What follows belongs to an exercise in optimizing a design on an open flow for small area; a production flow would make more cautious choices.
Function was checked by simulation only, so behaviour that the tests miss may differ from the original.
Power and IR drop assume default switching activity. The clock port is modelled as an ideal driver; clocking choices that lean on that would not hold on a real chip.

--- flow/flow/run.sh ---
#!/bin/bash
# The standard layout with three changes in how the layout is made:
#  - after the standard synthesis, flow/remap.py remaps combinational cells
#    of the netlist: NAND2-NAND2 AND-OR triples become one a22o_1, and mux2
#    cells of any drive become mux2_1 (registers are left untouched);
#  - every input and output port is buffered with buf_1 instead of the
#    buffer buffer_ports picks by default;
#  - CTS without dummy loads and with larger sink clusters.
set -euo pipefail
cd "$(dirname "$0")/.."
RES=orfs/results/$FLOW_PLATFORM/rnd_refill_buffer/base
export BUFFER_PORTS_ARGS="-buffer_cell sky130_fd_sc_hd__buf_1"
export CTS_ARGS="-sink_clustering_enable -repair_clock_nets -dont_use_dummy_load -sink_clustering_size 25 -sink_clustering_max_diameter 100"
bash standard.sh "$PWD/$RES/1_2_yosys.v" > flow_synth.log 2>&1 || { tail -50 flow_synth.log; exit 1; }
cp "$RES/1_2_yosys.v" "$RES/1_2_yosys.standard.v"
python3 flow/remap.py "$RES/1_2_yosys.v" > flow_remap.log 2>&1 || { cat flow_remap.log; exit 1; }
bash standard.sh > flow_layout.log 2>&1 || { tail -50 flow_layout.log; exit 1; }
tail -5 flow_layout.log
--- flow/config.mk ---
export PLATFORM = sky130hd
export DESIGN_NAME = rnd_refill_buffer
export DESIGN_NICKNAME = rnd_refill_buffer
export VERILOG_FILES = /design/flow/design.v
export SDC_FILE = /design/flow/constraint.sdc
export NUM_CORES = 4
export LEC_CHECK = 0
export ABC_AREA = 1
export CAP_MARGIN = 20
export CORE_AREA = 10 10 410 410
export DIE_AREA = 0 0 420 420
export SLEW_MARGIN = 20
--- flow/design.v ---
`default_nettype none
module rnd_refill_buffer #(
  parameter int RND   = 680,
  parameter int DEPTH = 2
) (
  input  logic                         clk,
  input  logic                         nrst,
  input  logic                         flush,
  input  logic                         in_valid,
  output logic                         in_ready,
  input  logic [RND-1:0]               in_rnd,
  output logic                         out_valid,
  input  logic                         out_ready,
  output logic [RND-1:0]               out_rnd,
  output logic [$clog2(DEPTH+1)-1:0]   level,
  output logic [7:0]                   starve_cnt
);
  logic [RND-1:0] r_head;
  logic [RND-1:0] r_tail;
  logic [RND-1:0] w_tail_nxt;
  logic [1:0]     r_level;
  logic           r_out_valid;
  logic [7:0]     r_starve_cnt;
  logic           w_space;
  logic           w_push;
  logic           w_pop;
  logic           w_ld_tail;
  logic           w_ld_head;
  logic [1:0]     w_level_nxt;
  assign w_space  = !r_level[1] && !flush;
  assign in_ready = nrst && w_space;
  assign w_push   = in_valid && w_space;
  assign w_pop    = r_out_valid && out_ready && !flush;
  assign w_ld_tail = !r_level[1];
  assign w_ld_head = (r_out_valid && out_ready) || (r_level == 2'd0);
  assign w_tail_nxt = w_ld_tail ? in_rnd : r_tail;
  always_ff @(posedge clk) begin
    r_tail <= w_tail_nxt;
    if (w_ld_head)
      r_head <= w_tail_nxt;
  end
  always_comb begin
    w_level_nxt = r_level;
    if (flush)
      w_level_nxt = 2'd0;
    else if (w_push && !w_pop)
      w_level_nxt = r_level + 2'd1;
    else if (!w_push && w_pop)
      w_level_nxt = r_level - 2'd1;
  end
  always_ff @(posedge clk or negedge nrst) begin
    if (!nrst) begin
      r_level     <= 2'd0;
      r_out_valid <= 1'b0;
    end else begin
      r_level <= w_level_nxt;
      if (flush)
        r_out_valid <= 1'b0;
      else if (r_out_valid)
        r_out_valid <= (w_level_nxt != 2'd0);
      else
        r_out_valid <= (w_level_nxt == 2'd2);
    end
  end
  always_ff @(posedge clk or negedge nrst) begin
    if (!nrst)
      r_starve_cnt <= '0;
    else if (out_ready && !r_out_valid && !flush && (r_starve_cnt != 8'hFF))
      r_starve_cnt <= r_starve_cnt + 8'd1;
  end
  assign out_valid  = r_out_valid;
  assign out_rnd    = r_head;
  assign level      = r_level;
  assign starve_cnt = r_starve_cnt;
endmodule
`default_nettype wire
--- flow/flow/remap.py ---
#!/usr/bin/env python3
"""Post-synthesis cell remapping of a Yosys gate-level netlist (in place).

Only combinational cells change; every register keeps its name and cell.
  * NAND2(NAND2(a, b), NAND2(c, d)), where both inner NAND2s drive nothing
    else, becomes one a22o_1: (a & b) | (c & d).
  * mux2 cells of any drive strength become mux2_1 (same function and pins).
"""
import re
import sys
from collections import Counter

P = "sky130_fd_sc_hd__"
path = sys.argv[1]
text = open(path).read()

cell_re = re.compile(r"^  (" + P + r"\w+) (\S+) \((.*?)\n  \);\n", re.M | re.S)
pin_re = re.compile(r"\.(\w+)\(([^()]*?(?:\[\d+\])?\s?)\)")


def pins_of(body):
    """Pin -> net as written (an escaped name keeps its closing space)."""
    return {m.group(1): m.group(2) for m in pin_re.finditer(body)}


cells = []
for m in cell_re.finditer(text):
    cells.append({"type": m.group(1), "name": m.group(2), "span": m.span(),
                  "pins": pins_of(m.group(3))})

OUT_PINS = {"X", "Y", "Q", "Q_N", "HI", "LO", "COUT", "SUM"}
driver = {}
uses = Counter()
for i, c in enumerate(cells):
    for p, n in c["pins"].items():
        n = n.strip()
        if p in OUT_PINS:
            driver[n] = i
        else:
            uses[n] += 1
# Nets read by assign statements, and the module's outputs, count as extra uses.
for line in re.findall(r"^\s*assign (.*);$", text, re.M):
    for tok in re.findall(r"\\\S+ |[A-Za-z_][\w$]*(?:\[\d+\])?", line):
        uses[tok.strip()] += 1
outputs = set()
for decl in re.findall(r"^\s*output (.*);$", text, re.M):
    outputs.update(re.findall(r"[A-Za-z_][\w$]*", re.sub(r"\[[^]]*\]", "", decl)))
for n in list(driver):
    if n.split("[")[0] in outputs:
        uses[n] += 1

is_nand2 = lambda c: re.fullmatch(P + r"nand2_\d+", c["type"]) is not None
drop = set()
new = {}
for i, c in enumerate(cells):
    if not is_nand2(c) or i in drop:
        continue
    ins = [c["pins"][p].strip() for p in "AB"]
    inner = [driver.get(n) for n in ins]
    if any(j is None or j in drop or j in new or j == i or not is_nand2(cells[j])
           for j in inner):
        continue
    if inner[0] == inner[1] or any(uses[n] != 1 for n in ins):
        continue
    a, b = (cells[inner[0]]["pins"][p] for p in "AB")
    d, e = (cells[inner[1]]["pins"][p] for p in "AB")
    drop.update(inner)
    new[i] = (f"  {P}a22o_1 {c['name']} (\n    .A1({a}),\n    .A2({b}),\n"
              f"    .B1({d}),\n    .B2({e}),\n    .X({c['pins']['Y']})\n  );\n")

out = []
pos = 0
for i, c in enumerate(cells):
    s, t = c["span"]
    out.append(text[pos:s])
    if i in drop:
        pass
    elif i in new:
        out.append(new[i])
    else:
        out.append(re.sub(r"^  " + P + r"mux2_\d+ ", "  " + P + "mux2_1 ",
                          text[s:t]))
    pos = t
out.append(text[pos:])
open(path, "w").write("".join(out))
print(f"remap: {len(new)} NAND2 triples -> a22o_1")
--- flow/standard.sh ---
#!/bin/bash
# synth_recipe.tcl (not shown) runs the flow's synth.tcl, then flattens the netlist and writes it again
# the make line also repeats each setting of config.mk as NAME=value (left out here)
make -C /OpenROAD-flow-scripts/flow DESIGN_CONFIG=/design/flow/config.mk WORK_HOME=/design/flow/orfs CLKGATE_MAP_FILE= SYNTH_SCRIPT=/design/flow/synth_recipe.tcl "${@:-finish}"
--- flow/constraint.sdc ---
create_clock -name core_clock -period 5.0 [get_ports {clk}]
set_input_delay 1.0000 -clock core_clock [delete_from_list [all_inputs] [get_ports {clk}]]
set_output_delay 1.0000 -clock core_clock [all_outputs]
set_load 0.01 [all_outputs]
==> notes.md, run 1 <==
* CP Launch Type: register
* Power per Cell Area at 501 nW/um^2
* Final ANT Viol Nets at 0
* CP peak stage delay at roughly 0.7 ns
* R2r endpoint: r_head[91]
* Initial core utilization at 0.261
* Fin. Hold Viols at 0
* Clock Sinks at around 1400
* DRC errors left at 0
* Layout Area Growth over Synthesis at 21.9%
* Max-cap check violation count at 0
* Actual slew at the worst max-slew pin at around 1.1 ns
* Die area at roughly 180000 sq um
* Initial antenna violation count at 60
* Crit path max-delay family: buffers and inverters
* CP max-delay cell: dfrtp_4
* Crit path time final at between 3 and 4 ns
* Post-CTS sizing at 0
* Total Routing Usage GR at 0.171
* Final TNS setup at 0 ns
* Die height at 420 microns
* Via density per instance at approximately 4.6
* Share of layout cells above drive strength 1 at 0.0319
* Clock tree buffer depth at 3
* Syn Inst Count at between 2000 and 2500
* Drt pass-1 iters at 5
* Slew Limit Fails at 0
* CP endpoint kind: primary output
* Leakage at 18.0 nW
* Largest net degree at the start of global routing at around 160
* CTS clk-pin slew, worst paths at roughly 0.090 ns
* Setup CP Type: register to primary output
* Critical-path cell list: buf_4 > nor3b_1 > buf_1
* 1st-iter DRT viols at ~2600
* CTS HTree Levels at 3
* Die W at 420 microns
* CTS tree: done
* Clock Skew at between 0.08 and 0.09 ns
* Total Wirelength at 162000 microns
* Grt total ovfl at 0
* Reg2Reg Depth at 5
* RSZ-0062 raised after global routing: false
* Global-route wire length before repair at 213000 microns
* Gpl congestion at 0.934
* Hold-fix buffers, CTS at 0
* Final period util at 0.656
* CTS Buf Count at 68
* Max rail drop VDD at roughly 0.34 mV
* Synth warnings at 1
* Post-DP HPWL at roughly 130000 microns
* WP buf/inv at 2
* FP Rows at about 150
* CP max FO at 53
* Core area at 159000 sq um
* Skew-Pair Late Insertion Delay at 0.70 ns
* Hold Crit Class: input port to async pin
* Setup bufs post-CTS at 0
* Syn avg cell area at between 15 and 20 sq um
* Vias in the first global route at about 25000
* Max transition margin at 0.269
* Final Setup Violations at 0
* Wire length per cell at between 20 and 30 microns
* Post-Syn Area at between 40000 and 50000 sq um
* Net count, final at roughly 4300
* Syn nets at about 3000
* Util after Layout at 0.318
* CTS Root Cell: clkbuf_16
* Min Hold Slack at about 0.43 ns
* R2R Path Start: r_level[1]
* Achievable Freq at between 300 and 400 MHz
* Via count at approximately 26000
* R2r setup slk at between 1.5 and 2 ns
* CP required at about 4 ns
* Port bufs at 1376
* Worst path arrival time at approximately 2.3 ns
* Status: complete, no violations
* Io pins at approximately 1400
worst register-to-register path, delay by kind of cell (launching register included):
| family | cells | cell delay [ns] |
|---|---|---|
| fa+ha+maj | 1 | 0.34 |
| buf+inv | 3 | 1.22 |
| flops | 1 | 0.67 |
| simple gates | 1 | 0.59 |
metal layers:
metal	up-vias	wire, microns	global-route usage	share of wire
li1	11500	-	-	-
met1	13000	59700	0.198	0.37
met2	1356	79700	0.288	0.49
met3	227	17400	0.0658	0.11
met4	10	5300	0.0569	0.033
met5	-	58	0	0.00036
state kept, by name (all words and copies together), names as in the netlist:
register	cells
r_head	680
r_starve_cnt	8
r_level	2
r_out_valid	1
r_tail	680
through the flow:
stage,cells,setup slack (ns),cell area [sq um],power [W]
finish,5683,1.72,50600,0.0253
global placement,5605,1.81,48800,0.0197
detailed placement,5605,1.79,48800,0.0198
global route,5683,1.54,50600,0.0263
floorplan,2269,0.757,41500,0.0172
CTS,5673,1.58,50500,0.0256
placed cells by master, fill, tap and decap left out, types with 2 or more instances in the layout:
cell type and instances:
buf_4 28, diode_2 10, dfxtp_1 680, nand3_1 7
nand4_1 2, buf_12 11, xnor2_1 5, nor2_1 7
a22o_1 684, inv_1 8, buf_1 1376, nand2_1 21
edfxtp_1 680, ha_1 2, clkbuf_16 68, nor2_2 2
dfrtp_1 10
worst max path at each step:
stage | startpoint | to | slack, ns | cells past startpoint
5_1_grt | r_level[1] | in_ready | 1.54 | 3
3_3_place_gp | r_level[1] | r_head[336] | 1.81 | 5
3_5_place_dp | r_level[1] | r_head[336] | 1.79 | 5
6_report | r_level[1] | in_ready | 1.72 | 3
4_1_cts | r_level[1] | in_ready | 1.58 | 3
2_1_floorplan | r_level[1] | r_head[0] | 0.76 | 7
final cells by class:
cell class,instances,area (sq um)
Timing Repair Buffer,1415,5600
Sequential cell,1371,34300
Multi-Input combinational cell,736,6280
Tap cell,2072,2590
Clock buffer,68,1700
Inverter,11,51.3
Antenna cell,10,25.0
Fill cell,15800,108000
where the power goes:
group / internal, W / switching [W]
Clock: 0.00244 / 0.00340
Sequential: 0.0142 / 0.000883
Combinational: 0.00130 / 0.00312
==> inputs of run 2 (changes only) <==
--- a/flow/design.v
+++ b/flow/design.v
@@ -16,29 +16,40 @@
   output logic [7:0]                   starve_cnt
 );
   logic [RND-1:0] r_head;
-  logic [RND-1:0] r_tail;
-  logic [RND-1:0] w_tail_nxt;
   logic [1:0]     r_level;
+  logic           r_open;        
+  logic           r_empty;       
   logic           r_out_valid;
   logic [7:0]     r_starve_cnt;
   logic           w_space;
   logic           w_push;
   logic           w_pop;
-  logic           w_ld_tail;
-  logic           w_ld_head;
+  logic           w_take;
+  logic           w_tail_in;
+  logic           w_tail_keep;
+  logic           w_head_ld;
+  logic           w_head_keep;
   logic [1:0]     w_level_nxt;
   assign w_space  = !r_level[1] && !flush;
   assign in_ready = nrst && w_space;
   assign w_push   = in_valid && w_space;
   assign w_pop    = r_out_valid && out_ready && !flush;
-  assign w_ld_tail = !r_level[1];
-  assign w_ld_head = (r_out_valid && out_ready) || (r_level == 2'd0);
-  assign w_tail_nxt = w_ld_tail ? in_rnd : r_tail;
-  always_ff @(posedge clk) begin
-    r_tail <= w_tail_nxt;
-    if (w_ld_head)
-      r_head <= w_tail_nxt;
-  end
+  assign w_take      = r_out_valid && out_ready;
+  assign w_tail_in   = r_open;
+  assign w_tail_keep = r_level[1];
+  assign w_head_ld   = w_take || r_empty;
+  assign w_head_keep = !w_take && (r_level != 2'd0);
+  rnd_refill_buffer_dp #(
+    .RND (RND)
+  ) u_dp (
+    .clk       (clk),
+    .in_rnd    (in_rnd),
+    .tail_in   (w_tail_in),
+    .tail_keep (w_tail_keep),
+    .head_ld   (w_head_ld),
+    .head_keep (w_head_keep),
+    .head      (r_head)
+  );
   always_comb begin
     w_level_nxt = r_level;
     if (flush)
@@ -51,9 +62,13 @@
   always_ff @(posedge clk or negedge nrst) begin
     if (!nrst) begin
       r_level     <= 2'd0;
+      r_open      <= 1'b1;
+      r_empty     <= 1'b1;
       r_out_valid <= 1'b0;
     end else begin
       r_level <= w_level_nxt;
+      r_open  <= !w_level_nxt[1];
+      r_empty <= (w_level_nxt == 2'd0);
       if (flush)
         r_out_valid <= 1'b0;
       else if (r_out_valid)
@@ -73,4 +88,27 @@
   assign level      = r_level;
   assign starve_cnt = r_starve_cnt;
 endmodule
+module rnd_refill_buffer_dp #(
+  parameter int RND = 680
+) (
+  input  logic           clk,
+  input  logic [RND-1:0] in_rnd,
+  input  logic           tail_in,
+  input  logic           tail_keep,
+  input  logic           head_ld,
+  input  logic           head_keep,
+  output logic [RND-1:0] head
+);
+  logic [RND-1:0] r_head;
+  logic [RND-1:0] r_tail;
+  logic [RND-1:0] w_tail_nxt;
+  logic [RND-1:0] w_head_nxt;
+  assign w_tail_nxt = (in_rnd & {RND{tail_in}}) | (r_tail & {RND{tail_keep}});
+  assign w_head_nxt = (w_tail_nxt & {RND{head_ld}}) | (r_head & {RND{head_keep}});
+  always_ff @(posedge clk) begin
+    r_tail <= w_tail_nxt;
+    r_head <= w_head_nxt;
+  end
+  assign head = r_head;
+endmodule
 `default_nettype wire
--- a/flow/config.mk
+++ b/flow/config.mk
@@ -10,3 +10,4 @@
 export CORE_AREA = 10 10 410 410
 export DIE_AREA = 0 0 420 420
 export SLEW_MARGIN = 20
+export SYNTH_HIERARCHICAL = 1
==> notes.md, run 2 <==
* Seq pwr share at 0.524
* # fillers at roughly 16000
* Grt total ovfl at 0
* Setup bufs post-CTS at 0
* CTS Buf Count at 67
* Initial core utilization at 0.263
* FP Rows at between 100 and 150
* Core area at 159000 sq um
* Port bufs at about 1400
* Worst path arrival time at about 2.1 ns
* Total Routing Usage GR at 0.199
* Area of the multi-input gates at roughly 12000 sq um
* Max transition margin at 0.302
* Final ANT Viol Nets at 0
* Util after Layout at 0.315
* CP endpoint kind: primary output
* Slew Limit Fails at 0
* Die height at around 420 microns
* Max-cap check violation count at 0
* Gpl congestion at between 0.9 and 1
* Max rail drop VDD at approximately 0.27 mV
* Achievable Freq at between 300 and 400 MHz
* CP max FO at 14
* Die W at approximately 420 microns
* Syn Inst Count at slightly above 3000
* Clk network pwr share at 0.209
* Post-CTS sizing at 0
* CTS Root Cell: clkbuf_16
* Syn avg cell area at approximately 13 sq um
* CP required at ~4.0 ns
* Clock Skew at just over 0.08 ns
* Hold Crit Class: input port to async pin
* DRC errors left at 0
* Global-route wire length before repair at 254000 microns
* Post-Syn Area at around 42000 sq um
* Status: complete, no violations
* Wire length per cell at around 30 microns
* Post-DP HPWL at 146000 microns
* Final TNS setup at 0 ns
* Power per Cell Area at roughly 570 nW/um^2
* Via density per instance at ~5
* Seq. cell area at 27600 sq um
* Highest-count cells in the layout ignoring fill and taps: 1376 x buf_1, 1365 x a22o_1, 1360 x dfxtp_1
* 1st-iter DRT viols at around 4000
* Leakage at between 20 and 25 nW
* Net count, final at between 4000 and 5000
* Sw power at just under 0.01 W
* Vias in the first global route at a little over 30000
* CP Launch Type: input port
* Biggest regs: u_dp.r_head x680, u_dp.r_tail x680, r_starve_cnt x8
* Fin. Hold Viols at 0
* Initial antenna violation count at 46
* Share of layout cells above drive strength 1 at 0.0319
* Final Setup Violations at 0
* Most common cell after layout, fill and taps aside: buf_1
* CTS clk-pin slew, worst paths at 0.10 ns
* Sw frac at 0.347
* Synth warnings at 8
* Clock Sinks at ~1400
* Drt pass-1 iters at 5
* Total Wirelength at approximately 190000 microns
* CTS tree: done
* Setup CP Type: input port to primary output
* Actual slew at the worst max-slew pin at about 1.0 ns
* Clock tree buffer depth at 3
* Syn nets at about 3800
* Via count at roughly 33000
* CTS HTree Levels at 3
* Hold-fix buffers, CTS at 0
* Overall Power at ~0.028 W
* Skew-Pair Late Insertion Delay at ~0.67 ns
* Crit path time final at roughly 3.1 ns
* Internal power at between 0.015 and 0.02 W
* RSZ-0062 raised after global routing: false
* Logic pwr share at 0.267
* Die area at ~180000 sq um
* Layout Area Growth over Synthesis at 19.8%
* Final period util at 0.626
* Io pins at 1377
* Largest net degree at the start of global routing at roughly 180
[run 2: worst paths after layout]
path	startpoint	slack, ns	cells past startpoint	to
max	nrst	1.87	3	in_ready
min	nrst	0.45	1	r_level[0]
min in group core_clock	u_dp.r_head[482]	0.47	1	u_dp.r_head[482]
min reg2reg	u_dp.r_head[482]	0.47	1	u_dp.r_head[482]
max reg2reg	r_level[1]	2.17	4	u_dp.r_head[580]
max in group asynchronous	nrst	3.90	1	r_level[1]
[run 2: cell type report]
cell class / instances / area share
multi-input combinational: 1414 / 0.246
tap: 2072 / 0.0519
inverter: 13 / 0.00103
timing repair buffer: 1434 / 0.116
sequential: 1373 / 0.551
clock buffer: 67 / 0.0335
antenna: 10 / 0.000501
[run 2: layer usage]
layer	part of all wire	up-vias	global-route usage	wire, microns
li1	-	14300	-	-
met1	0.42	16400	0.271	81000
met2	0.45	1671	0.303	85700
met3	0.10	226	0.0645	19500
met4	0.024	18	0.0521	4500
met5	0.00065	-	0	124
[run 2: worst max-delay path, stage by stage]
cell     delay (ns)
buf_1          0.65
nor3b_1        0.28
buf_1          0.20
[run 2: per-stage QoR]
| step | cell area (sq um) | hold WS (ns) | setup WS, ns | cells |
|---|---|---|---|---|
| final | 50000 | 0.451 | 1.87 | 6383 |
| after global routing | 50000 | 0.451 | 1.73 | 6381 |
| after CTS | 50000 | 0.391 | 1.82 | 6373 |
| after detailed placement | 48300 | 0.452 | 1.83 | 6306 |
| after global placement | 48300 | 0.454 | 1.85 | 6306 |
| after floorplan | 41700 | 0.449 | 2.68 | 3105 |
[run 2: power groups by stage]
stage                     Sequential, W  Combinational (W)  Clock [W]
after detailed placement         0.0150            0.00752          0
after floorplan                  0.0154            0.00336          0
after CTS                        0.0148            0.00756    0.00606
after global placement           0.0150            0.00748          0
after global routing             0.0151            0.00796    0.00642
final                            0.0149            0.00759    0.00593
==> inputs of run 3 (changes only) <==
--- a/flow/design.v
+++ b/flow/design.v
@@ -17,8 +17,6 @@
 );
   logic [RND-1:0] r_head;
   logic [1:0]     r_level;
-  logic           r_open;        
-  logic           r_empty;       
   logic           r_out_valid;
   logic [7:0]     r_starve_cnt;
   logic           w_space;
@@ -35,10 +33,10 @@
   assign w_push   = in_valid && w_space;
   assign w_pop    = r_out_valid && out_ready && !flush;
   assign w_take      = r_out_valid && out_ready;
-  assign w_tail_in   = r_open;
   assign w_tail_keep = r_level[1];
-  assign w_head_ld   = w_take || r_empty;
-  assign w_head_keep = !w_take && (r_level != 2'd0);
+  assign w_tail_in   = !w_tail_keep;
+  assign w_head_ld   = w_take || (r_level == 2'd0);
+  assign w_head_keep = !w_head_ld;
   rnd_refill_buffer_dp #(
     .RND (RND)
   ) u_dp (
@@ -62,13 +60,9 @@
   always_ff @(posedge clk or negedge nrst) begin
     if (!nrst) begin
       r_level     <= 2'd0;
-      r_open      <= 1'b1;
-      r_empty     <= 1'b1;
       r_out_valid <= 1'b0;
     end else begin
       r_level <= w_level_nxt;
-      r_open  <= !w_level_nxt[1];
-      r_empty <= (w_level_nxt == 2'd0);
       if (flush)
         r_out_valid <= 1'b0;
       else if (r_out_valid)
--- a/flow/config.mk
+++ b/flow/config.mk
@@ -6,8 +6,8 @@
 export NUM_CORES = 4
 export LEC_CHECK = 0
 export ABC_AREA = 1
-export CAP_MARGIN = 20
+export CAP_MARGIN = 0
 export CORE_AREA = 10 10 410 410
 export DIE_AREA = 0 0 420 420
-export SLEW_MARGIN = 20
+export SLEW_MARGIN = 0
 export SYNTH_HIERARCHICAL = 1
==> notes.md, run 3 <==
* Post-DP HPWL at between 100000 and 150000 microns
* Die height at between 400 and 500 microns
* Via density per instance at around 5
* CP max-delay cell: buf_4
* Vias in the first global route at between 30000 and 40000
* Layout Area Growth over Synthesis at 19.6%
* Net count, final at approximately 5000
* Die area at 176000 sq um
* CP peak stage delay at roughly 0.61 ns
* Syn nets at ~3800
* Setup bufs post-CTS at 0
* Slew Limit Fails at 0
* 1st-iter DRT viols at 3568
* Max rail drop VDD at between 0.3 and 0.4 mV
* Post-Syn Area at between 40000 and 50000 sq um
* Pre-CTS WS at about 1.9 ns
* CTS Root Cell: clkbuf_16
* Synth warnings at 8
* Final ANT Viol Nets at 0
* CTS tree: done
* Final Setup Violations at 0
* Crit path time final at ~3.1 ns
* Actual slew at the worst max-slew pin at 1.14 ns
* Fin. Hold Viols at 0
* CTS clk-pin slew, worst paths at 0.10 ns
* Port bufs at between 1000 and 1500
* DRC errors left at 0
* Clock Skew at between 0.07 and 0.08 ns
* Gpl congestion at roughly 0.94
* Setup CP Type: register to register
* Final TNS setup at 0 ns
* CP Launch Type: register
* Syn Inst Count at roughly 3100
* Most common cell after layout, fill and taps aside: buf_1
* Status: complete, no violations
* Largest net degree at the start of global routing at around 180
* Share of layout cells above drive strength 1 at 0.0287
* Most used cell, CP: a22o_1
* WP buf/inv at 3
* CTS HTree Levels at 3
* Post-route setup slack at roughly 1.9 ns
* Total Wirelength at a little under 200000 microns
* Io pins at roughly 1400
* Power per Cell Area at approximately 560 nW/um^2
* Initial core utilization at 0.263
* Post-CTS sizing at 0
* Wire length per cell at slightly above 30 microns
* Crit path max-delay family: buffers and inverters
* FP Rows at around 150
* Total Routing Usage GR at 0.202
* RSZ-0062 raised after global routing: false
* Leakage at just over 20 nW
* Hold-fix buffers, CTS at 0
* Clock Sinks at roughly 1400
* Worst path arrival time at between 3 and 4 ns
* Die W at approximately 420 microns
* CP required at ~5.6 ns
* Placed insts at roughly 6300
* Design area at roughly 50000 sq um
* Clock tree buffer depth at 3
* Global-route wire length before repair at approximately 260000 microns
* Grt total ovfl at 0
* # fillers at around 16000
* Drt pass-1 iters at 5
* Initial antenna violation count at a little under 70
* Final period util at 0.630
* Core area at roughly 160000 sq um
* Achievable Freq at about 320 MHz
* Highest-count cells in the layout ignoring fill and taps: 1376 x buf_1, 1364 x a22o_1, 1360 x dfxtp_1
* Min Hold Slack at approximately 0.34 ns
* Placed Area at about 48000 sq um
* CTS Buf Count at 68
* Max transition margin at 0.239
* Biggest regs: u_dp.r_head x680, u_dp.r_tail x680, r_starve_cnt x8
* Syn avg cell area at ~13 sq um
* CP max FO at 173
* Via count at 32300
* Max-cap check violation count at 0
* CP endpoint kind: register
* Skew-Pair Late Insertion Delay at 0.68 ns
* Hold Crit Class: input port to async pin
* Fin cells at ~6400
* Critical-path cell list: inv_8 > buf_12 > buf_4 > a22o_1 > a22o_1
* R2r setup slk at between 1.5 and 2 ns
-- run 3: final timing paths --
path,start,endpoint,cells past startpoint
worst max-delay path,r_level[1],u_dp.r_head[65],5
worst min-delay path,nrst,r_starve_cnt[7],1
worst max register to register,r_level[1],u_dp.r_head[65],5
worst min register to register,u_dp.r_head[7],u_dp.r_head[7],1
max in group asynchronous,nrst,r_level[1],1
min in group core_clock,u_dp.r_head[7],u_dp.r_head[7],1
-- run 3: per-layer routing --
metal  GRT usage  part of all wire  vias up
met5           0           0.00018        -
met4      0.0602             0.027        6
met3      0.0840              0.11      268
met2       0.302              0.44     1716
met1       0.265              0.41    16100
li1            -                 -    14200
-- run 3: report_power, final --
part | total (W) | leakage, nW | switching (W) | internal [W]
clock | 0.00596 | 0.838 | 0.00352 | 0.00245
sequential | 0.0147 | 11.6 | 0.00143 | 0.0133
combinational | 0.00725 | 8.12 | 0.00472 | 0.00253
total | 0.0279 | 20.6 | 0.00966 | 0.0183
-- run 3: layout make-up --
cell class | instances | area, sq um | area share
tap | 2072 | 2590 | 0.0520
multi-input combinational | 1416 | 12300 | 0.246
clock buffer | 68 | 1700 | 0.0341
antenna | 31 | 77.6 | 0.00156
timing repair buffer | 1412 | 5620 | 0.113
sequential | 1371 | 27500 | 0.552
inverter | 12 | 62.6 | 0.00126
-- run 3: worst reg2reg max path, cell delays in order, from the launching register on --
cell and delay [ns]:
dfrtp_4 0.55, inv_8 0.50, buf_12 0.70, buf_4 0.86, a22o_1 0.28, a22o_1 0.16
-- run 3: through the flow --
stage	power, W	utilization
after global routing	0.0290	0.314
after CTS	0.0280	0.313
after global placement	0.0220	0.303
after floorplan	0.0184	-
final	0.0279	0.314
after detailed placement	0.0221	0.303
==> inputs of run 4 (changes only) <==
--- a/flow/config.mk
+++ b/flow/config.mk
@@ -6,8 +6,8 @@
 export NUM_CORES = 4
 export LEC_CHECK = 0
 export ABC_AREA = 1
-export CAP_MARGIN = 0
+export CAP_MARGIN = 20
 export CORE_AREA = 10 10 410 410
 export DIE_AREA = 0 0 420 420
-export SLEW_MARGIN = 0
+export SLEW_MARGIN = 20
 export SYNTH_HIERARCHICAL = 1
==> notes.md, run 4 <==
* Status: complete, no violations
* Clock Skew at around 0.08 ns
* Die area at between 150000 and 200000 sq um
* Drt pass-1 iters at 5
* Layout Area Growth over Synthesis at 19.6%
* Hold-fix buffers, CTS at 0
* CTS tree: done
* Global-route wire length before repair at roughly 260000 microns
* Io pins at between 1000 and 1500
* Actual slew at the worst max-slew pin at approximately 1.1 ns
* Most common cell after layout, fill and taps aside: buf_1
* Biggest regs: u_dp.r_head x680, u_dp.r_tail x680, r_starve_cnt x8
* Core area at 159000 sq um
* Skew-Pair Late Insertion Delay at 0.68 ns
* Via density per instance at slightly above 5
* CTS clk-pin slew, worst paths at around 0.1 ns
* CTS Root Cell: clkbuf_16
* Total Routing Usage GR at 0.202
* Share of layout cells above drive strength 1 at 0.0287
* CP endpoint kind: register
* Post-DP HPWL at 147000 microns
* Via count at ~32000
* Port bufs at 1376
* Overall Power at roughly 0.028 W
* Power per Cell Area at around 560 nW/um^2
* Design area at ~50000 sq um
* Util after Layout at 0.314
* Post-Syn Area at between 40000 and 50000 sq um
* Final ANT Viol Nets at 0
* Max-cap check violation count at 0
* 1st-iter DRT viols at around 3600
* Synth warnings at 8
* Die W at around 420 microns
* Clock tree buffer depth at 3
* RSZ-0062 raised after global routing: false
* CP required at 5.59 ns
* Final Setup Violations at 0
* Worst path arrival time at 3.74 ns
* Gpl congestion at between 0.9 and 1
* Hold Crit Class: input port to async pin
* Post-CTS sizing at 0
* Achievable Freq at 318 MHz
* Syn Inst Count at ~3100
* Syn nets at between 3000 and 4000
* DRC errors left at 0
* Die height at roughly 420 microns
* CP max FO at 173
* Final period util at 0.630
* Fin. Hold Viols at 0
* Setup bufs post-CTS at 0
* Initial antenna violation count at slightly below 70
* Setup CP Type: register to register
* Total Wirelength at a little under 200000 microns
* Crit path time final at 3.15 ns
* Clock Sinks at about 1400
* Placed Area at a little under 50000 sq um
* CTS Buf Count at 68
* Largest net degree at the start of global routing at between 150 and 200
* CTS HTree Levels at 3
* Grt total ovfl at 0
* Wire length per cell at roughly 30 microns
* Vias in the first global route at 30200
* Initial core utilization at 0.263
* Final TNS setup at 0 ns
* Slew Limit Fails at 0
* CP Launch Type: register
* Leakage at roughly 20 nW
* Max transition margin at 0.239
* FP Rows at between 100 and 150
* Net count, final at 4968
* Syn avg cell area at between 10 and 15 sq um
* Highest-count cells in the layout ignoring fill and taps: 1376 x buf_1, 1364 x a22o_1, 1360 x dfxtp_1
* Max rail drop VDD at roughly 0.32 mV
run 4: cell type report:
cell class / instances / area (sq um)
fill: 16300 / 109000
tap: 2072 / 2590
multi-input combinational: 1416 / 12300
clock buffer: 68 / 1700
sequential: 1371 / 27500
timing repair buffer: 1412 / 5620
antenna: 31 / 77.6
inverter: 12 / 62.6
run 4: through the flow:
| step | hold WS, ns | std cells | worst slack [ns] |
|---|---|---|---|
| 2_1_floorplan | 0.449 | 3104 | 2.68 |
| 3_3_place_gp | 0.453 | 6283 | 1.90 |
| 3_5_place_dp | 0.453 | 6283 | 1.91 |
| 4_1_cts | 0.295 | 6351 | 1.77 |
| 5_1_grt | 0.318 | 6369 | 1.71 |
| 6_report | 0.343 | 6382 | 1.85 |
run 4: path summary, 6_finish.rpt:
check	start	to	slack, ns	depth (start not counted)
worst max-delay path	r_level[1]	u_dp.r_head[65]	1.85	5
worst max register to register	r_level[1]	u_dp.r_head[65]	1.85	5
max in group asynchronous	nrst	r_level[1]	4.12	1
worst min-delay path	nrst	r_starve_cnt[7]	0.34	1
worst min register to register	u_dp.r_head[7]	u_dp.r_head[7]	0.47	1
min in group core_clock	u_dp.r_head[7]	u_dp.r_head[7]	0.47	1
run 4: metal layers:
layer,part of all wire,vias to the layer above,global-route usage
met2,0.44,1716,0.302
met1,0.41,16100,0.265
met5,0.00018,-,0
li1,-,14200,-
met4,0.027,6,0.0602
met3,0.11,268,0.0840
run 4: power breakdown:
| group | switching [W] | internal, W | leakage (nW) |
|---|---|---|---|
| logic | 0.00472 | 0.00253 | 8.12 |
| clock network | 0.00352 | 0.00245 | 0.838 |
| registers | 0.00143 | 0.0133 | 11.6 |
run 4: critical path, stage by stage, from the launching register on:
cell and delay (ns):
dfrtp_4 0.55, inv_8 0.50, buf_12 0.60, buf_4 0.61, a22o_1 0.28, a22o_1 0.16
==> inputs of run 5 (changes only) <==
--- a/flow/config.mk
+++ b/flow/config.mk
@@ -7,7 +7,7 @@
 export LEC_CHECK = 0
 export ABC_AREA = 1
 export CAP_MARGIN = 20
-export CORE_AREA = 10 10 410 410
+export CORE_AREA = 70 70 350 350
 export DIE_AREA = 0 0 420 420
 export SLEW_MARGIN = 20
 export SYNTH_HIERARCHICAL = 1
==> notes.md, run 5 <==
* CTS HTree Levels at 2
* Clock Skew at between 0.02 and 0.03 ns
* Gr busiest metal: met2
* 1st-iter DRT viols at 4640
* Via count at approximately 35000
* Initial core utilization at 0.538
* Highest-count cells in the layout ignoring fill and taps: 1376 x buf_1, 1364 x a22o_1, 1360 x dfxtp_1
* RSZ-0062 raised after global routing: false
* Final period util at 0.697
* Hold Crit Class: input port to async pin
* Min Hold Slack at ~0.3 ns
* Share of layout cells above drive strength 1 at 0.0253
* Post-Syn Area at approximately 42000 sq um
* Drt pass-1 iters at 8
* Die area at around 180000 sq um
* Syn avg cell area at about 13 sq um
* Via density per instance at roughly 6.4
* Net count, final at between 4000 and 5000
* Skew-Pair Late Insertion Delay at approximately 0.67 ns
* Actual slew at the worst max-slew pin at ~1.4 ns
* Post-DP HPWL at between 200000 and 300000 microns
* Status: complete, no violations
* Syn nets at 3791
* Met1 Use GR at 0.242
* Die height at about 420 microns
* Die W at ~420 microns
* CP max FO at just over 200
* CTS Buf Count at 60
* Post-CTS sizing at 0
* Grt total ovfl at 0
* Worst path arrival time at between 2 and 2.5 ns
* Fin. Hold Viols at 0
* CTS tree: done
* Max rail drop VDD at between 0.3 and 0.4 mV
* Crit path time final at roughly 3.5 ns
* Hold-fix buffers, CTS at 0
* Max-cap check violation count at 0
* # fillers at approximately 6700
* Final ANT Viol Nets at 0
* Setup CP Type: register to primary output
* Gpl congestion at 0.946
* Max transition margin at 0.0870
* Total Routing Usage GR at 0.292
* Clock Sinks at 1371
* CTS clk-pin slew, worst paths at 0.10 ns
* CP peak stage delay at 0.53 ns
* Design area at between 40000 and 50000 sq um
* CP Launch Type: register
* Critical-path cell list: buf_12 > nor3b_1 > buf_1
* CTS Root Cell: clkbuf_16
* Leakage at 20.4 nW
* Final Setup Violations at 0
* Largest net degree at the start of global routing at around 210
* Slew Limit Fails at 0
* Initial antenna violation count at 420
* Synth warnings at 8
* Vias in the first global route at 30600
* DRC errors left at 0
* Wire length per cell at approximately 55 microns
* FP Rows at just over 100
* Total Wirelength at just under 300000 microns
* Port bufs at 1376
* Core area at between 70000 and 80000 sq um
* Syn Inst Count at between 3000 and 4000
* CP endpoint kind: primary output
* Achievable Freq at between 200 and 300 MHz
* Met3 Resource Use GR at 0.225
* Placed Area at between 40000 and 50000 sq um
* Final TNS setup at 0 ns
* Most common cell after layout, fill and taps aside: buf_1
* Met2 global-route usage at 0.473
* CP max-delay cell: dfrtp_4
* Setup bufs post-CTS at 0
* Biggest regs: u_dp.r_head x680, u_dp.r_tail x680, r_starve_cnt x8
* Global-route wire length before repair at approximately 360000 microns
* Layout Area Growth over Synthesis at 16.4%
* Clock tree buffer depth at 3
* Io pins at 1377
* CP required at ~4.0 ns
* Power per Cell Area at a little under 600 nW/um^2
-- run 5: layout make-up --
class                   count  area (sq um)  share of cell area
flip-flops and latches   1371         27500               0.567
inverters                  12          62.6             0.00129
multi-input cells        1416         12300               0.253
repair buffers           1405          5520               0.114
diodes                    137           343             0.00707
well taps                1040          1300              0.0268
clock buffers              60          1500              0.0310
-- run 5: worst paths after layout --
check	startpoint	slack, ns	cells after the start	end
worst min register to register	u_dp.r_head[38]	0.48	1	u_dp.r_head[38]
worst min-delay path	nrst	0.30	2	r_level[0]
min in group core_clock	u_dp.r_head[38]	0.48	1	u_dp.r_head[38]
worst max-delay path	r_level[1]	1.52	3	in_ready
worst max register to register	r_level[1]	1.71	5	u_dp.r_head[407]
max in group asynchronous	nrst	4.50	2	r_level[1]
-- run 5: metal layers --
metal,vias to the layer above,share of wire
met5,-,0.0048
met4,192,0.065
met3,982,0.16
met2,2342,0.48
met1,16700,0.29
li1,14400,-
-- run 5: worst max-delay path: cells and delay by family (launching register included) --
kind | cells | cell delay (ns)
DFF | 1 | 0.53
and+or+nand+nor | 1 | 0.45
buffers and inverters | 2 | 0.62
-- run 5: metrics by stage --
stage                util  std cells  worst slack (ns)  total power, W
floorplan               -       3104              2.68          0.0184
global placement    0.602       5244              1.72          0.0236
detailed placement  0.602       5244              1.70          0.0236
CTS                 0.622       5304              1.54          0.0289
global route        0.625       5403              1.46          0.0299
finish              0.626       5441              1.52          0.0288
-- run 5: power by group --
group          internal, W  total, W  switching (W)
combinational      0.00250   0.00887        0.00638
clock              0.00214   0.00547        0.00332
sequential          0.0133    0.0145        0.00117
total               0.0179    0.0288         0.0109
==> inputs of run 6 (changes only) <==
--- a/flow/config.mk
+++ b/flow/config.mk
@@ -7,7 +7,7 @@
 export LEC_CHECK = 0
 export ABC_AREA = 1
 export CAP_MARGIN = 20
-export CORE_AREA = 70 70 350 350
+export CORE_AREA = 85 85 335 335
 export DIE_AREA = 0 0 420 420
 export SLEW_MARGIN = 20
 export SYNTH_HIERARCHICAL = 1
==> notes.md, run 6 <==
* Initial antenna violation count at around 470
* Die area at 176000 sq um
* CP endpoint kind: register
* Logic pwr share at 0.316
* CP max FO at between 150 and 200
* Max-cap check violation count at 0
* Post-Syn Area at 41700 sq um
* Via density per instance at ~6.8
* CP Launch Type: register
* Actual slew at the worst max-slew pin at ~1.2 ns
* Port bufs at roughly 1400
* Die height at about 420 microns
* Core area at 61800 sq um
* Skew-Pair Late Insertion Delay at just under 0.7 ns
* Hold Crit Class: input port to async pin
* Seq pwr share at 0.499
* Crit path time final at ~3.4 ns
* Drt pass-1 iters at 12
* FP Rows at between 90 and 100
* Clock Skew at around 0.032 ns
* Slew Limit Fails at 0
* Worst path arrival time at 3.95 ns
* Clock tree buffer depth at 3
* Clock Sinks at ~1400
* Sw power at around 0.011 W
* Leakage at between 20 and 25 nW
* Synth warnings at 8
* Fin cells at between 5000 and 6000
* Share of layout cells above drive strength 1 at 0.0242
* Biggest regs: u_dp.r_head x680, u_dp.r_tail x680, r_starve_cnt x8
* Setup CP Type: register to register
* Internal power at approximately 0.018 W
* Largest net degree at the start of global routing at about 210
* Io pins at 1377
* DRC errors left at 0
* Final ANT Viol Nets at 0
* Syn avg cell area at ~13 sq um
* CTS Buf Count at 60
* Vias in the first global route at ~31000
* Placed insts at approximately 5000
* Power per Cell Area at slightly above 600 nW/um^2
* Via count at between 30000 and 40000
* Gpl congestion at a little under 1
* Final TNS setup at 0 ns
* RSZ-0062 raised after global routing: false
* Total Wirelength at 320000 microns
* Syn Inst Count at 3104
* Wire length per cell at between 60 and 70 microns
* # fillers at between 4000 and 5000
* Most common cell after layout, fill and taps aside: buf_1
* Final period util at 0.670
* Sw frac at 0.385
* Achievable Freq at ~300 MHz
* Post-CTS sizing at 0
* Layout Area Growth over Synthesis at 16.0%
* Min Hold Slack at 0.344 ns
* Fin. Hold Viols at 0
* CTS Root Cell: clkbuf_16
* CTS clk-pin slew, worst paths at approximately 0.10 ns
* CTS HTree Levels at 2
* Status: complete, no violations
* Hold-fix buffers, CTS at 0
* CP required at around 5.6 ns
* Net count, final at between 4000 and 5000
* Max rail drop VDD at about 0.36 mV
* Syn nets at 3791
* 1st-iter DRT viols at around 5500
* Max transition margin at 0.218
* Total Routing Usage GR at 0.307
* Highest-count cells in the layout ignoring fill and taps: 1376 x buf_1, 1364 x a22o_1, 1360 x dfxtp_1
* Initial core utilization at 0.674
* Final Setup Violations at 0
* Global-route wire length before repair at ~380000 microns
* Setup bufs post-CTS at 0
* Grt total ovfl at 0
* CTS tree: done
* Post-DP HPWL at ~270000 microns
* Die W at about 420 microns
* Clk network pwr share at 0.186
==> run 6: cell count changes in the layout (fill, tap and decap cells not counted), sizes merged <==
cell   previous run  this run
diode           137       197
buf            1405      1400
==> run 6: final cells by class <==
cell class              count  area (sq um)  area share
diodes                    197           493      0.0102
clock buffers              60          1500      0.0311
inverters                  12          62.6     0.00129
multi-input cells        1416         12300       0.254
flip-flops and latches   1371         27500       0.569
well taps                 837          1050      0.0217
repair buffers           1400          5450       0.113
==> run 6: power by group through the flow <==
| stage | combinational [W] | sequential, W | clock (W) |
|---|---|---|---|
| after floorplan | 0.00319 | 0.0152 | 0 |
| after global placement | 0.00918 | 0.0146 | 0 |
| after detailed placement | 0.00926 | 0.0146 | 0 |
| final | 0.00920 | 0.0145 | 0.00541 |
| after global routing | 0.00966 | 0.0147 | 0.00575 |
| after CTS | 0.00926 | 0.0145 | 0.00539 |
==> run 6: path summary, 6_finish.rpt <==
kind	startpoint	to	slack (ns)	cells after the start
min in group core_clock	u_dp.r_head[316]	u_dp.r_head[316]	0.48	1
max reg2reg	r_level[1]	u_dp.r_head[150]	1.65	6
min	nrst	r_level[0]	0.34	2
min reg2reg	u_dp.r_head[316]	u_dp.r_head[316]	0.48	1
max	r_level[1]	u_dp.r_head[150]	1.65	6
max in group asynchronous	nrst	r_level[1]	4.45	2
==> run 6: metrics by stage <==
stage,setup WS [ns],utilization,power [W],instance area (sq um)
2_1_floorplan,2.68,-,0.0184,41700
5_1_grt,1.60,0.779,0.0302,48200
6_report,1.65,0.782,0.0292,48300
3_5_place_dp,1.84,0.749,0.0239,46300
4_1_cts,1.80,0.774,0.0291,47800
3_3_place_gp,1.79,0.749,0.0238,46300
==> run 6: layer usage <==
metal,vias up,global-route usage,part of all wire
met5,-,0.00484,0.0030
met1,17200,0.239,0.26
met3,1168,0.267,0.19
met4,122,0.227,0.080
li1,14400,-,-
met2,3116,0.488,0.47
==> run 6: critical path: stages (launching register included) <==
cell and delay [ns]:
dfrtp_4 0.68, inv_8 0.27, ha_1 0.25, a21oi_4 0.06, inv_8 0.68, buf_12 0.64, a22o_1 0.26
==> inputs of run 7 (changes only) <==
--- a/flow/flow/run.sh
+++ b/flow/flow/run.sh
@@ -10,7 +10,7 @@
 cd "$(dirname "$0")/.."
 RES=orfs/results/$FLOW_PLATFORM/rnd_refill_buffer/base
 export BUFFER_PORTS_ARGS="-buffer_cell sky130_fd_sc_hd__buf_1"
-export CTS_ARGS="-sink_clustering_enable -repair_clock_nets -dont_use_dummy_load -sink_clustering_size 25 -sink_clustering_max_diameter 100"
+export CTS_ARGS="-sink_clustering_enable -repair_clock_nets -dont_use_dummy_load -sink_clustering_size 30 -sink_clustering_max_diameter 100"
 bash standard.sh "$PWD/$RES/1_2_yosys.v" > flow_synth.log 2>&1 || { tail -50 flow_synth.log; exit 1; }
 cp "$RES/1_2_yosys.v" "$RES/1_2_yosys.standard.v"
 python3 flow/remap.py "$RES/1_2_yosys.v" > flow_remap.log 2>&1 || { cat flow_remap.log; exit 1; }
==> notes.md, run 7 <==
* CP Launch Point: nrst
* CTS clk-pin slew, worst paths at 0.11 ns
* Vias in the first global route at roughly 31000
* Post-CTS sizing at 0
* Hold Crit Class: input port to async pin
* Met1 Use GR at 0.236
* Final period util at 0.655
* Initial core utilization at 0.674
* Cell count along the critical path at 4
* WP buf/inv at 3
* Gr busiest metal: met2
* Via count at between 30000 and 40000
* Worst path arrival time at ~2.3 ns
* CTS tree: done
* Final ANT Viol Nets at 0
* Die area at ~180000 sq um
* Syn avg cell area at ~13 sq um
* 1st-iter DRT viols at around 5800
* CTS HTree Levels at 2
* Met3 Resource Use GR at 0.268
* Syn nets at between 3000 and 4000
* Die height at roughly 420 microns
* Total Routing Usage GR at 0.307
* CTS Buf Count at 51
* Layout Area Growth over Synthesis at 15.3%
* Final TNS setup at 0 ns
* Port bufs at 1376
* DRC errors left at 0
* Drt pass-1 iters at 6
* Syn Inst Count at about 3100
* RSZ-0062 raised after global routing: false
* Largest net degree at the start of global routing at 212
* Fin. Hold Viols at 0
* Io pins at ~1400
* Skew-Pair Late Insertion Delay at 0.65 ns
* CP peak stage delay at between 0.5 and 0.6 ns
* Setup bufs post-CTS at 0
* CP required at about 4.0 ns
* R2R Path Start: r_level[1]
* Post-DP HPWL at 275000 microns
* CP endpoint kind: primary output
* Met2 global-route usage at 0.491
* Crit path time final at roughly 3.3 ns
* Grt total ovfl at 0
* Share of layout cells above drive strength 1 at 0.0221
* Placed insts at 5036
* Clock Sinks at 1371
* FP Rows at between 90 and 100
* Final Setup Violations at 0
* Highest-count cells in the layout ignoring fill and taps: 1376 x buf_1, 1364 x a22o_1, 1360 x dfxtp_1
* Initial antenna violation count at between 400 and 500
* Hold-fix buffers, CTS at 0
* Actual slew at the worst max-slew pin at 1.11 ns
* Fin cells at between 5000 and 6000
* Max rail drop VDD at ~0.35 mV
* Biggest regs: u_dp.r_head x680, u_dp.r_tail x680, r_starve_cnt x8
* Most used cell, CP: buf_1
* Slew Limit Fails at 0
* Global-route wire length before repair at ~380000 microns
* CP max-delay cell: nor3b_1
* Leakage at around 20 nW
* CTS Root Cell: clkbuf_16
* Max transition margin at 0.260
* Post-Syn Area at about 42000 sq um
* CP max FO at 12
* Status: complete, no violations
* Crit path max-delay family: buffers and inverters
* Gpl congestion at 0.982
* Via density per instance at 6.81
* Reg2Reg Depth at 6
* Wire length per cell at about 61 microns
* Die W at approximately 420 microns
* Synth warnings at 8
* Clock tree buffer depth at 3
* Critical-path cell list: buf_1 > buf_4 > nor3b_1 > buf_1
* Achievable Freq at approximately 300 MHz
* Net count, final at 4939
* Clock Skew at 0.0193 ns
* Total Wirelength at ~320000 microns
* Util after Layout at 0.777
* Max-cap check violation count at 0
* Most common cell after layout, fill and taps aside: buf_1
* Overall Power at 0.0288 W
* Setup CP Type: input port to primary output
* Core area at approximately 62000 sq um
* Power per Cell Area at approximately 600 nW/um^2
* CP Launch Type: input port
[run 7: final cells by class]
cell class,instances,area [sq um]
antenna,178,445
clock buffer,51,1280
fill,4325,13800
inverter,12,62.6
multi-input combinational,1416,12300
sequential,1371,27500
tap,837,1050
timing repair buffer,1400,5450
[run 7: worst paths after layout]
check	slack, ns	endpoint
worst max-delay path	1.73	in_ready
worst min-delay path	0.38	r_starve_cnt[2]
worst max register to register	1.74	u_dp.r_head[57]
worst min register to register	0.48	u_dp.r_head[316]
max in group asynchronous	4.41	r_level[1]
min in group core_clock	0.48	u_dp.r_head[316]
[run 7: per-layer routing]
metal,wire length [microns],part of all wire,vias up
met3,59600,0.19,1154
met4,24200,0.076,146
met5,1080,0.0034,-
met2,151000,0.47,3021
met1,83800,0.26,17200
li1,-,-,14400
[run 7: stage by stage]
| step | instance area, sq um | hold slack (ns) | setup slack, ns |
|---|---|---|---|
| 3_3_place_gp | 46300 | 0.454 | 1.79 |
| 5_1_grt | 47900 | 0.353 | 1.64 |
| 4_1_cts | 47600 | 0.327 | 1.83 |
| 2_1_floorplan | 41700 | 0.449 | 2.68 |
| 3_5_place_dp | 46300 | 0.452 | 1.84 |
| 6_report | 48000 | 0.384 | 1.73 |
[run 7: worst register-to-register path, delay by kind of cell (launching register included)]
family,cells,cell delay (ns)
buffers and inverters,3,1.75
DFF,1,0.68
AOI/OAI and AO/OA,2,0.51
adders and majority gates,1,0.26
[run 7: power by group]
part	switching [W]	leakage, nW	internal (W)
combinational	0.00677	8.04	0.00248
clock	0.00318	0.630	0.00185
sequential	0.00123	11.6	0.0133
total	0.0112	20.3	0.0176
==> inputs of run 8 (changes only) <==
--- a/flow/config.mk
+++ b/flow/config.mk
@@ -7,7 +7,7 @@
 export LEC_CHECK = 0
 export ABC_AREA = 1
 export CAP_MARGIN = 20
-export CORE_AREA = 85 85 335 335
+export CORE_AREA = 70 70 350 350
 export DIE_AREA = 0 0 420 420
 export SLEW_MARGIN = 20
 export SYNTH_HIERARCHICAL = 1
==> notes.md, run 8 <==
* Met3 Resource Use GR at 0.218
* Achievable Freq at around 270 MHz
* Die area at between 150000 and 200000 sq um
* Worst path arrival time at 2.68 ns
* Layout Area Growth over Synthesis at 15.8%
* 1st-iter DRT viols at about 4500
* R2r endpoint: u_dp.r_head[385]
* Reg2Reg Depth at 5
* Logic pwr share at 0.311
* CP max-delay cell: dfrtp_4
* CP endpoint kind: primary output
* Total Wirelength at roughly 300000 microns
* Critical-path cell list: buf_12 > nor3b_1 > buf_1
* Net count, final at roughly 4900
* Global-route wire length before repair at about 360000 microns
* Max-cap check violation count at 0
* Hold Crit Class: input port to async pin
* Setup CP Type: register to primary output
* CTS Root Cell: clkbuf_16
* Final Setup Violations at 0
* Final period util at 0.737
* Design area at 48300 sq um
* RSZ-0062 raised after global routing: false
* Clock tree buffer depth at 3
* Skew-Pair Late Insertion Delay at 0.67 ns
* Via density per instance at around 6.3
* Wire length per cell at approximately 55 microns
* Largest net degree at the start of global routing at 214
* Core area at around 77000 sq um
* Internal power at ~0.018 W
* Final ANT Viol Nets at 0
* CP required at approximately 4 ns
* Io pins at 1377
* Util after Layout at 0.623
* Met2 global-route usage at 0.480
* Most common cell after layout, fill and taps aside: buf_1
* Total Routing Usage GR at 0.291
* CP Launch Type: register
* Share of layout cells above drive strength 1 at 0.0233
* Leakage at between 20 and 25 nW
* CTS Buf Count at 51
* Sw frac at 0.380
* Final TNS setup at 0 ns
* Synth warnings at 8
* Post-Syn Area at 41700 sq um
* Status: complete, no violations
* Syn avg cell area at between 10 and 15 sq um
* FP Rows at approximately 100
* Drt pass-1 iters at 8
* R2r setup slk at around 1.7 ns
* CTS HTree Levels at 2
* Port bufs at ~1400
* Overall Power at around 0.028 W
* Biggest regs: u_dp.r_head x680, u_dp.r_tail x680, r_starve_cnt x8
* Highest-count cells in the layout ignoring fill and taps: 1376 x buf_1, 1364 x a22o_1, 1360 x dfxtp_1
* DRC errors left at 0
* CTS clk-pin slew, worst paths at between 0.1 and 0.15 ns
* Clock Skew at around 0.036 ns
* Hold-fix buffers, CTS at 0
* Die height at 420 microns
* Seq pwr share at 0.509
* Max rail drop VDD at roughly 0.4 mV
* Initial core utilization at 0.538
* R2R Path Start: r_level[1]
* Gpl congestion at roughly 0.95
* Pre-CTS WS at approximately 1.7 ns
* Met1 Use GR at 0.246
* Grt total ovfl at 0
* Syn nets at around 3800
* Clk network pwr share at 0.179
* Post-DP HPWL at around 250000 microns
* Sw power at 0.0108 W
* Clock Sinks at between 1000 and 1500
* Actual slew at the worst max-slew pin at approximately 1.2 ns
* Gr busiest metal: met2
* Via count at ~34000
* Post-route setup slack at 1.32 ns
* Initial antenna violation count at between 400 and 500
* CTS tree: done
* Setup bufs post-CTS at 0
* Slew Limit Fails at 0
* Post-CTS sizing at 0
* Syn Inst Count at between 3000 and 4000
* Max transition margin at 0.178
* CP max FO at approximately 200
* CP peak stage delay at 0.53 ns
* Crit path time final at roughly 3.7 ns
* Die W at roughly 420 microns
* Power per Cell Area at around 590 nW/um^2
* Placed Area at roughly 47000 sq um
* Fin. Hold Viols at 0
* Vias in the first global route at a little over 30000
-- run 8: area by class of cell --
cell class	count	area, sq um
multi-input combinational	1416	12300
timing repair buffer	1405	5520
sequential	1371	27500
tap	1040	1300
inverter	12	62.6
antenna	130	325
fill	6683	29200
clock buffer	51	1280
-- run 8: metal layers --
layer  share of wire  vias up
li1                -    14300
met1            0.29    16600
met2            0.49     2282
met3            0.16      972
met4           0.063      206
met5          0.0048        -
-- run 8: worst max path at each step --
stage | startpoint | to
detailed placement | out_ready | u_dp.r_head[158]
global route | r_level[1] | in_ready
finish | r_level[1] | in_ready
global placement | out_ready | u_dp.r_head[158]
CTS | r_level[1] | in_ready
floorplan | flush | in_ready
-- run 8: worst max-delay path, delay by kind of cell, from the launching register on --
kind / cells / cell delay [ns]
buffers and inverters: 2 / 0.63
flip-flops: 1 / 0.53
AND/OR/NAND/NOR: 1 / 0.52
-- run 8: power groups by stage --
stage / logic [W] / registers, W / clock network (W)
floorplan: 0.00319 / 0.0152 / 0
global placement: 0.00896 / 0.0146 / 0
detailed placement: 0.00900 / 0.0146 / 0
CTS: 0.00899 / 0.0144 / 0.00514
global route: 0.00932 / 0.0147 / 0.00552
finish: 0.00885 / 0.0145 / 0.00510
-- run 8: stage by stage --
step | instances | hold slack, ns
2_1_floorplan | 3104 | 0.449
3_3_place_gp | 5244 | 0.455
3_5_place_dp | 5244 | 0.452
4_1_cts | 5295 | 0.279
5_1_grt | 5381 | 0.287
6_report | 5425 | 0.308
==> inputs of run 9 (changes only) <==
--- a/flow/config.mk
+++ b/flow/config.mk
@@ -6,8 +6,8 @@
 export NUM_CORES = 4
 export LEC_CHECK = 0
 export ABC_AREA = 1
-export CAP_MARGIN = 20
-export CORE_AREA = 70 70 350 350
+export CAP_MARGIN = 0
+export CORE_AREA = 10 10 410 410
 export DIE_AREA = 0 0 420 420
-export SLEW_MARGIN = 20
+export SLEW_MARGIN = 0
 export SYNTH_HIERARCHICAL = 1
==> notes.md, run 9 <==
* Clock Sinks at 1371
* Reg2Reg Depth at 5
* Post-Syn Area at approximately 42000 sq um
* Biggest regs: u_dp.r_head x680, u_dp.r_tail x680, r_starve_cnt x8
* CP required at ~5.6 ns
* Total Wirelength at 193000 microns
* FP Rows at between 100 and 150
* Gpl congestion at around 0.94
* Via density per instance at between 5 and 6
* Util after Layout at 0.312
* Slew Limit Fails at 0
* R2r endpoint: u_dp.r_head[65]
* CTS clk-pin slew, worst paths at about 0.11 ns
* Initial antenna violation count at around 70
* Die W at around 420 microns
* DRC errors left at 0
* Layout Area Growth over Synthesis at 18.9%
* CP endpoint kind: register
* Top routing layer used: met5
* Port bufs at ~1400
* Leakage at ~20 nW
* Final ANT Viol Nets at 0
* R2r setup slk at about 1.9 ns
* 1st-iter DRT viols at between 3000 and 4000
* Die height at around 420 microns
* Achievable Freq at around 320 MHz
* Share of layout cells above drive strength 1 at 0.0262
* Drt pass-1 iters at 5
* Placed insts at around 6300
* CTS Root Cell: clkbuf_16
* Post-DP HPWL at about 150000 microns
* CTS HTree Levels at 2
* Hold-fix buffers, CTS at 0
* Via count at about 32000
* R2R Path Start: r_level[1]
* Final period util at 0.627
* RSZ-0062 raised after global routing: false
* Max transition margin at 0.127
* Met1 wire length at just over 80000 microns
* Actual slew at the worst max-slew pin at around 1.3 ns
* Largest net degree at the start of global routing at 184
* Setup CP Type: register to register
* DR WL met3 at ~21000 microns
* Grt total ovfl at 0
* Setup bufs post-CTS at 0
* Hold Crit Class: input port to async pin
* Synth warnings at 8
* Crit path time final at 3.14 ns
* CTS tree: done
* Design area at 49500 sq um
* Met2 wire length at ~87000 microns
* Overall Power at 0.0274 W
* Die area at roughly 180000 sq um
* Wire length per cell at about 30 microns
* Syn nets at about 3800
* Fin cells at 6369
* CP max FO at around 170
* Io pins at 1377
* Max rail drop VDD at 0.332 mV
* Final Setup Violations at 0
* Skew-Pair Late Insertion Delay at 0.70 ns
* Initial core utilization at 0.263
* Syn avg cell area at about 13 sq um
* Fin. Hold Viols at 0
* Net count, final at about 5000
* Highest-count cells in the layout ignoring fill and taps: 1376 x buf_1, 1364 x a22o_1, 1360 x dfxtp_1
* Final TNS setup at 0 ns
* Power per Cell Area at between 500 and 600 nW/um^2
* Worst path arrival time at about 3.8 ns
* Clock Skew at between 0.08 and 0.09 ns
* Total Routing Usage GR at 0.201
* Status: complete, no violations
* Placed Area at approximately 48000 sq um
* Syn Inst Count at just over 3000
* Most common cell after layout, fill and taps aside: buf_1
* Post-CTS sizing at 0
* Max-cap check violation count at 0
* Global-route wire length before repair at ~260000 microns
* CP Launch Type: register
* Clock tree buffer depth at 3
* Core area at about 160000 sq um
* CTS Buf Count at between 50 and 60
* Vias in the first global route at approximately 30000
run 9: final cells by class:
type                            instances  area [sq um]
Multi-Input combinational cell       1416         12300
Fill cell                           16300        109000
Tap cell                             2072          2590
Timing Repair Buffer                 1412          5620
Clock buffer                           57          1430
Sequential cell                      1371         27500
Inverter                               12          62.6
Antenna cell                           29          72.6
run 9: worst max path at each step:
| stage | start | endpoint | slack (ns) |
|---|---|---|---|
| floorplan | flush | in_ready | 2.68 |
| global placement | out_ready | u_dp.r_head[232] | 1.90 |
| detailed placement | r_level[1] | u_dp.r_head[323] | 1.91 |
| CTS | r_level[1] | in_ready | 1.77 |
| global route | r_level[1] | u_dp.r_head[150] | 1.71 |
| finish | r_level[1] | u_dp.r_head[65] | 1.86 |
run 9: layer usage:
metal  up-vias  track usage
li1      14200            -
met1     16100        0.263
met2      1553        0.304
met3       235       0.0809
met4         8       0.0561
met5         -            0
run 9: where the power goes:
part | leakage [nW] | switching (W) | total [W] | internal, W
combinational | 8.12 | 0.00472 | 0.00725 | 0.00253
clock | 0.703 | 0.00343 | 0.00547 | 0.00204
sequential | 11.6 | 0.00142 | 0.0147 | 0.0133
run 9: metrics by stage:
stage	hold WS [ns]	setup slack, ns
final	0.322	1.86
after global routing	0.317	1.71
after CTS	0.289	1.77
after detailed placement	0.453	1.91
after global placement	0.453	1.90
after floorplan	0.449	2.68
run 9: critical path: stages, from the launching register on:
cell     delay, ns
dfrtp_4       0.55
inv_8         0.50
buf_12        0.60
buf_4         0.62
a22o_1        0.29
a22o_1        0.16
==> inputs of run 10 (changes only) <==
--- a/flow/design.v
+++ b/flow/design.v
@@ -52,10 +52,12 @@
     w_level_nxt = r_level;
     if (flush)
       w_level_nxt = 2'd0;
-    else if (w_push && !w_pop)
-      w_level_nxt = r_level + 2'd1;
-    else if (!w_push && w_pop)
-      w_level_nxt = r_level - 2'd1;
+    else if (r_level[1])
+      w_level_nxt = w_pop ? 2'd1 : 2'd2;
+    else if (r_level[0])
+      w_level_nxt = (w_push == w_pop) ? 2'd1 : (w_push ? 2'd2 : 2'd0);
+    else
+      w_level_nxt = w_push ? 2'd1 : 2'd0;
   end
   always_ff @(posedge clk or negedge nrst) begin
     if (!nrst) begin
@@ -74,8 +76,8 @@
   always_ff @(posedge clk or negedge nrst) begin
     if (!nrst)
       r_starve_cnt <= '0;
-    else if (out_ready && !r_out_valid && !flush && (r_starve_cnt != 8'hFF))
-      r_starve_cnt <= r_starve_cnt + 8'd1;
+    else
+      r_starve_cnt <= r_starve_cnt + {7'd0, out_ready && !r_out_valid && !flush && !(&r_starve_cnt)};
   end
   assign out_valid  = r_out_valid;
   assign out_rnd    = r_head;
--- a/flow/config.mk
+++ b/flow/config.mk
@@ -6,8 +6,8 @@
 export NUM_CORES = 4
 export LEC_CHECK = 0
 export ABC_AREA = 1
-export CAP_MARGIN = 0
-export CORE_AREA = 10 10 410 410
+export CAP_MARGIN = 20
+export CORE_AREA = 85 85 335 335
 export DIE_AREA = 0 0 420 420
-export SLEW_MARGIN = 0
+export SLEW_MARGIN = 20
 export SYNTH_HIERARCHICAL = 1
==> notes.md, run 10 <==
* Final ANT Viol Nets at 0
* Post-DP HPWL at about 270000 microns
* Crit path max-delay family: flip-flops
* Slew Limit Fails at 0
* FP Rows at 91
* Wire length per cell at between 60 and 70 microns
* Design area at 48000 sq um
* Critical-path cell list: buf_12 > nor3b_1 > buf_1
* Total Routing Usage GR at 0.305
* Hold Crit Class: input port to async pin
* Met2 wire length at 149000 microns
* Overall Power at about 0.026 W
* Achievable Freq at just under 300 MHz
* CP required at ~4.0 ns
* Layout Area Growth over Synthesis at 15.5%
* Max rail drop VDD at between 0.3 and 0.4 mV
* Highest-count cells in the layout ignoring fill and taps: 1376 x buf_1, 1360 x a22o_1, 1360 x dfxtp_1
* CTS HTree Levels at 2
* Gpl congestion at about 1.0
* Io pins at 1377
* CTS tree: done
* Post-route setup slack at approximately 1.6 ns
* Via count at ~35000
* Actual slew at the worst max-slew pin at about 1.2 ns
* CTS Root Cell: clkbuf_16
* Total Wirelength at 317000 microns
* Skew-Pair Late Insertion Delay at around 0.65 ns
* CP peak stage delay at around 0.58 ns
* Worst path arrival time at 2.41 ns
* CTS Buf Count at 51
* Core area at between 60000 and 70000 sq um
* Post-Syn Area at 41500 sq um
* Hold-fix buffers, CTS at 0
* Post-CTS sizing at 0
* Final TNS setup at 0 ns
* Final Setup Violations at 0
* Power per Cell Area at around 550 nW/um^2
* Vias in the first global route at just over 30000
* Share of layout cells above drive strength 1 at 0.0215
* Clock Sinks at 1371
* Syn Inst Count at roughly 3000
* Clock tree buffer depth at 3
* Crit path time final at about 3.4 ns
* Util after Layout at 0.776
* CP max-delay cell: dfrtp_4
* Leakage at approximately 20 nW
* Status: complete, no violations
* Die height at ~420 microns
* Drt pass-1 iters at 6
* # fillers at between 4000 and 5000
* RSZ-0062 raised after global routing: false
* CP Launch Type: register
* Syn avg cell area at about 13 sq um
* Fin. Hold Viols at 0
* Setup CP Type: register to primary output
* Pre-CTS WS at approximately 1.8 ns
* Grt total ovfl at 0
* Most common cell after layout, fill and taps aside: buf_1
* Initial core utilization at 0.672
* Max-cap check violation count at 0
* DRC errors left at 0
* Final period util at 0.681
* Largest net degree at the start of global routing at between 200 and 250
* 1st-iter DRT viols at roughly 5100
* Synth warnings at 8
* Port bufs at 1376
* CP max FO at between 200 and 250
* Die area at between 150000 and 200000 sq um
* WP buf/inv at 2
* Biggest regs: u_dp.r_head x680, u_dp.r_tail x680, r_starve_cnt x8
* CTS clk-pin slew, worst paths at between 0.1 and 0.15 ns
* Global-route wire length before repair at 381000 microns
* Initial antenna violation count at ~460
* Max transition margin at 0.186
* Met1 wire length at between 80000 and 90000 microns
* Setup bufs post-CTS at 0
* Top routing layer used: met5
* Syn nets at between 3000 and 4000
* DR WL met3 at approximately 63000 microns
* Via density per instance at approximately 6.8
* CP endpoint kind: primary output
* Placed Area at between 40000 and 50000 sq um
* Net count, final at 4916
* Clock Skew at roughly 0.029 ns
* Die W at 420 microns
## run 10: final timing paths
kind	end	start	slack, ns	depth (start not counted)
hold reg to reg	u_dp.r_head[272]	u_dp.r_head[272]	0.48	1
setup / recovery	in_ready	r_level[1]	1.59	3
max in group asynchronous	r_level[1]	nrst	4.10	1
hold / removal	r_out_valid	nrst	0.37	1
min in group core_clock	u_dp.r_head[272]	u_dp.r_head[272]	0.48	1
setup reg to reg	u_dp.r_head[46]	r_level[1]	2.30	4
## run 10: stage by stage
step | cells | hold slack [ns]
detailed placement | 5013 | 0.452
global placement | 5013 | 0.454
finish | 5219 | 0.366
floorplan | 3078 | 0.449
global route | 5170 | 0.393
CTS | 5064 | 0.356
## run 10: power by group
part / switching (W) / internal, W
combinational: 0.00565 / 0.00202
clock: 0.00317 / 0.00185
sequential: 0.00100 / 0.0128
## run 10: worst reg2reg max path: stages (launching register included)
cell and delay (ns):
dfrtp_4 0.58, o21ai_4 0.26, buf_12 0.50, buf_4 0.94, a22o_1 0.35
## run 10: layer usage
layer,global-route usage,vias up
li1,-,14300
met1,0.229,16800
met2,0.489,2943
met3,0.286,1190
met4,0.208,152
met5,0,-
## run 10: layout make-up
class	count	area [sq um]	share of cell area
sequential	1371	27500	0.573
timing repair buffer	1403	5580	0.116
inverter	7	41.3	0.000860
tap	837	1050	0.0218
multi-input combinational	1395	12200	0.253
antenna	155	388	0.00808
clock buffer	51	1280	0.0266

-- afterwards: timing with drivers on the ports --
Ports are ideal in the flow. The routed layouts listed here were re-timed in OpenROAD.
Step 1 assumes that a clkbuf_16 drives the clock port and a buf_2 every other input.
Step 2 times the ports against the registers' clock, not the clock port: input delays grow and output delays shrink by t, the midpoint of the rising clock arrivals with the driver on.
a / b / c = ideal ports / drivers / drivers and shift; a / b = the first two.
run	t (ns)	slack for setup (ns)
run 1	0.697	1.721 / 1.660 / 1.714
run 2	0.727	1.869 / 1.836 / 1.836
run 3	0.730	1.851 / 1.851 / 1.801
run 4	0.730	1.851 / 1.851 / 1.801
run 5	0.749	1.517 / 1.423 / 1.612
run 6	0.752	1.650 / 1.627 / 1.514
run 7	0.735	1.727 / 1.640 / 1.596
run 8	0.736	1.316 / 1.223 / 1.636
run 9	0.746	1.863 / 1.863 / 1.817
run 10	0.712	1.595 / 1.523 / 1.630
After both steps setup and hold are still met in every run listed.
